From an optimization exercise on the open Yosys and OpenROAD flow, aimed at small area, a short achievable clock period and few clock cycles; shortcuts taken in it are not production practice.
The RTL was checked by simulation tests, not by an equivalence proof against the original design.

==> flow/design.v <==
`default_nettype none
module alu (
    input  wire [31:0] instr_i,    
    input  wire [31:0] a_i,        
    input  wire [31:0] b_i,        
    output logic [31:0] result_o,
    output logic       writes_o    
);
    wire [6:0] op  = instr_i[6:0];
    wire [2:0] f3  = instr_i[14:12];
    wire [6:0] f7  = instr_i[31:25];
    wire [4:0] rd  = instr_i[11:7];
    wire is_r = (op == 7'b0110011);
    wire is_i = (op == 7'b0010011);
    wire f7z  = (f7 == 7'b0000000);
    wire f7s  = (f7 == 7'b0100000);
    logic r_ok, i_ok;
    always_comb begin
        case (f3)
            3'b000:  r_ok = f7z | f7s;
            3'b001, 3'b010, 3'b100, 3'b110, 3'b111: r_ok = f7z;
            default: r_ok = 1'b0;
        endcase
        i_ok = (f3 == 3'b000) | (f3 == 3'b110) | (f3 == 3'b111);
    end
    assign writes_o = ((is_r & r_ok) | (is_i & i_ok)) & (rd != 5'd0);
    wire [31:0] opb    = is_i ? {{20{instr_i[31]}}, instr_i[31:20]} : b_i;
    wire        do_sub = ~is_i & (instr_i[30] | (f3 == 3'b010));
    wire [31:0] sum    = a_i + (do_sub ? ~opb : opb) + {31'd0, do_sub};
    wire        lt     = (a_i[31] ^ opb[31]) ? a_i[31] : sum[31];
    always_comb begin
        case (f3)
            3'b000:  result_o = sum;
            3'b111:  result_o = a_i & opb;
            3'b110:  result_o = a_i | opb;
            3'b100:  result_o = a_i ^ opb;
            3'b001:  result_o = a_i << opb[4:0];
            default: result_o = {31'd0, lt};
        endcase
    end
endmodule
`default_nettype wire
`default_nettype none
module reg_file (
    input  wire        clk_i,
    input  wire        reset,
    input  wire [4:0]  addr_i,     
    output logic [31:0] rdata_o,   
    input  wire        wr_en_i,
    input  wire [3:0]  wr_idx_i,
    input  wire [4:0]  wr_tag_i,
    input  wire [31:0] wr_data_i
);
    logic [15:0] valid_q;
    logic [4:0]  tag_q  [16];
    logic [31:0] data_q [16];
    logic [15:0] match;
    always_comb begin
        rdata_o = '0;
        for (int i = 0; i < 16; i++) begin
            match[i] = valid_q[i] & (tag_q[i] == addr_i);
            rdata_o  = rdata_o | (data_q[i] & {32{match[i]}});
        end
    end
    always_ff @(posedge clk_i or posedge reset) begin
        if (reset) begin
            valid_q <= '0;
        end else if (wr_en_i) begin
            for (int i = 0; i < 16; i++) begin
                if (wr_idx_i == i[3:0]) valid_q[i] <= 1'b1;
                else if (match[i])      valid_q[i] <= 1'b0;
            end
        end
    end
    always_ff @(posedge clk_i) begin
        for (int i = 0; i < 16; i++) begin
            if (wr_en_i && (wr_idx_i == i[3:0])) begin
                tag_q[i]  <= wr_tag_i;
                data_q[i] <= wr_data_i;
            end
        end
    end
endmodule
`default_nettype wire
`default_nettype none
module cpu_lite_top (
    input  wire        clk_i,
    input  wire        reset,
    input  wire        host_valid_i,
    input  wire [7:0]  host_byte_i,
    input  wire [4:0]  reg_sel_i,
    input  wire [1:0]  byte_sel_i,
    output wire [7:0]  value_o,
    output wire        is_positive_o,
    output wire        done_o
);
    logic        loading_q;    
    logic        done_q;
    logic [1:0]  phase_q;      
    logic [4:0]  count_q;      
    logic        exec_q;       
    logic [31:0] instr_q;      
    logic [31:0] a_q;          
    logic [31:0] b_q;          
    wire start_seen = host_valid_i & ~loading_q & ~done_q & (host_byte_i == 8'hFE);
    wire end_seen   = host_valid_i & loading_q & (phase_q == 2'd0) & (host_byte_i == 8'hFF);
    wire data_stb   = host_valid_i & loading_q & ~end_seen;
    always_ff @(posedge clk_i or posedge reset) begin
        if (reset) begin
            loading_q <= 1'b0;
            done_q    <= 1'b0;
            phase_q   <= 2'd0;
            count_q   <= 5'd0;
            exec_q    <= 1'b0;
        end else begin
            if (start_seen) loading_q <= 1'b1;
            if (end_seen) begin
                loading_q <= 1'b0;
                done_q    <= 1'b1;
            end
            if (data_stb) phase_q <= phase_q + 2'd1;
            exec_q <= data_stb & (phase_q == 2'd3) & ~count_q[4];
            if (exec_q) count_q <= count_q + 5'd1;
        end
    end
    logic [31:0] rdata;
    logic [31:0] result;
    logic        writes;
    always_ff @(posedge clk_i) begin
        if (data_stb) instr_q <= {host_byte_i, instr_q[31:8]};
        if (data_stb && (phase_q == 2'd2)) a_q <= rdata;
        b_q <= rdata;
    end
    wire [4:0] rs1      = {host_byte_i[3:0], instr_q[31]};
    wire [4:0] rs2      = {host_byte_i[0], instr_q[31:28]};
    wire [4:0] int_addr = exec_q ? instr_q[11:7] : (phase_q[0] ? rs2 : rs1);
    wire [4:0] addr     = loading_q ? int_addr : reg_sel_i;
    alu u_alu (
        .instr_i  (instr_q),
        .a_i      (a_q),
        .b_i      (b_q),
        .result_o (result),
        .writes_o (writes)
    );
    reg_file u_reg_file (
        .clk_i     (clk_i),
        .reset     (reset),
        .addr_i    (addr),
        .rdata_o   (rdata),
        .wr_en_i   (exec_q & writes),
        .wr_idx_i  (count_q[3:0]),
        .wr_tag_i  (instr_q[11:7]),
        .wr_data_i (result)
    );
    assign value_o       = rdata[{byte_sel_i, 3'b000} +: 8];
    assign is_positive_o = ~rdata[31];
    assign done_o        = done_q;
endmodule
`default_nettype wire
Settings: LEC_CHECK=0, CAP_MARGIN=20, CORE_MARGIN=2, CORE_UTILIZATION=25, PLACE_DENSITY=0.35, SETUP_SLACK_MARGIN=5, SLEW_MARGIN=20; clock period 14.0 ns.
standard.sh (not shown) runs the stock make flow with config.mk's settings and CLKGATE_MAP_FILE= SYNTH_SCRIPT=/design/flow/synth_recipe.tcl, a recipe that flattens the netlist after the stock synthesis.
==> flow/flow/run.sh <==
#!/bin/bash
set -euo pipefail
bash standard.sh SETUP_SLACK_MARGIN=7 finish > standard_make.log 2>&1
Testbench counts at the start, summed over its fixed seeds: cycles 11,399.
Change:
==> flow/run.sh (new file) <==
#!/bin/bash
# synth_recipe.tcl (not shown) runs the flow's synth.tcl, then flattens the netlist and writes it again
# the make line also repeats each setting of config.mk as NAME=value (left out here)
make -C /OpenROAD-flow-scripts/flow DESIGN_CONFIG=/design/flow/config.mk WORK_HOME=/design/flow/orfs CLKGATE_MAP_FILE= SYNTH_SCRIPT=/design/flow/synth_recipe.tcl finish
Settings changed: SETUP_SLACK_MARGIN 5 to default.
removed: flow/flow/run.sh
removed: flow/standard.sh
=> Routed wire length shrinks by 7.4%. Final cell count went down by 3.6%. Via count went down by 4.7%. Worst setup slack degrades by 1.8 ns. First-iteration DRC count came out lower by 18%.
Change:
Settings changed: ABC_CLOCK_PERIOD_IN_PS from default to 6000, SETUP_SLACK_MARGIN from default to 5.
After rerunning: Setup slack gains 1.6 ns; cell count goes up by 4.4%; synthesized cell count does not change; die area is unchanged; routed wire length is higher by 8.4%; area after synthesis does not change; non-clock buffer count went up by 197; global-route usage rose by 1.5 points; worst hold slack hardly moves.

-- what the ideal ports hide --
The flow's constraints put no driver on any port. The routed layouts listed below were extracted and timed again, unchanged, in two steps. Step 1 sets driving cells, clkbuf_16 on the clock port and buf_2 on the other inputs (assumed; they add their load-dependent delay and slew). Step 2 moves the port delays by t, midway between the first and last clock arrival at a register: inputs arrive t later, outputs are due t later. That takes back most of the time a late clock gives input paths. Slacks: ideal / step 1 / step 2; pairs: ideal / step 1.
run	t (ns)	setup WS [ns]	slew at the worst register clock pin (ns)
the first run	0.738	5.263 / 5.224 / 5.224	0.06 / 0.06
the second run	0.742	3.418 / 3.394 / 3.394	0.07 / 0.07
the third run	0.744	5.059 / 5.023 / 4.340	0.06 / 0.06
After both steps every run listed still meets setup and hold. The setup slack of the third run, which loses most, moves by -0.036 ns with the drivers and by -0.719 ns with both steps.
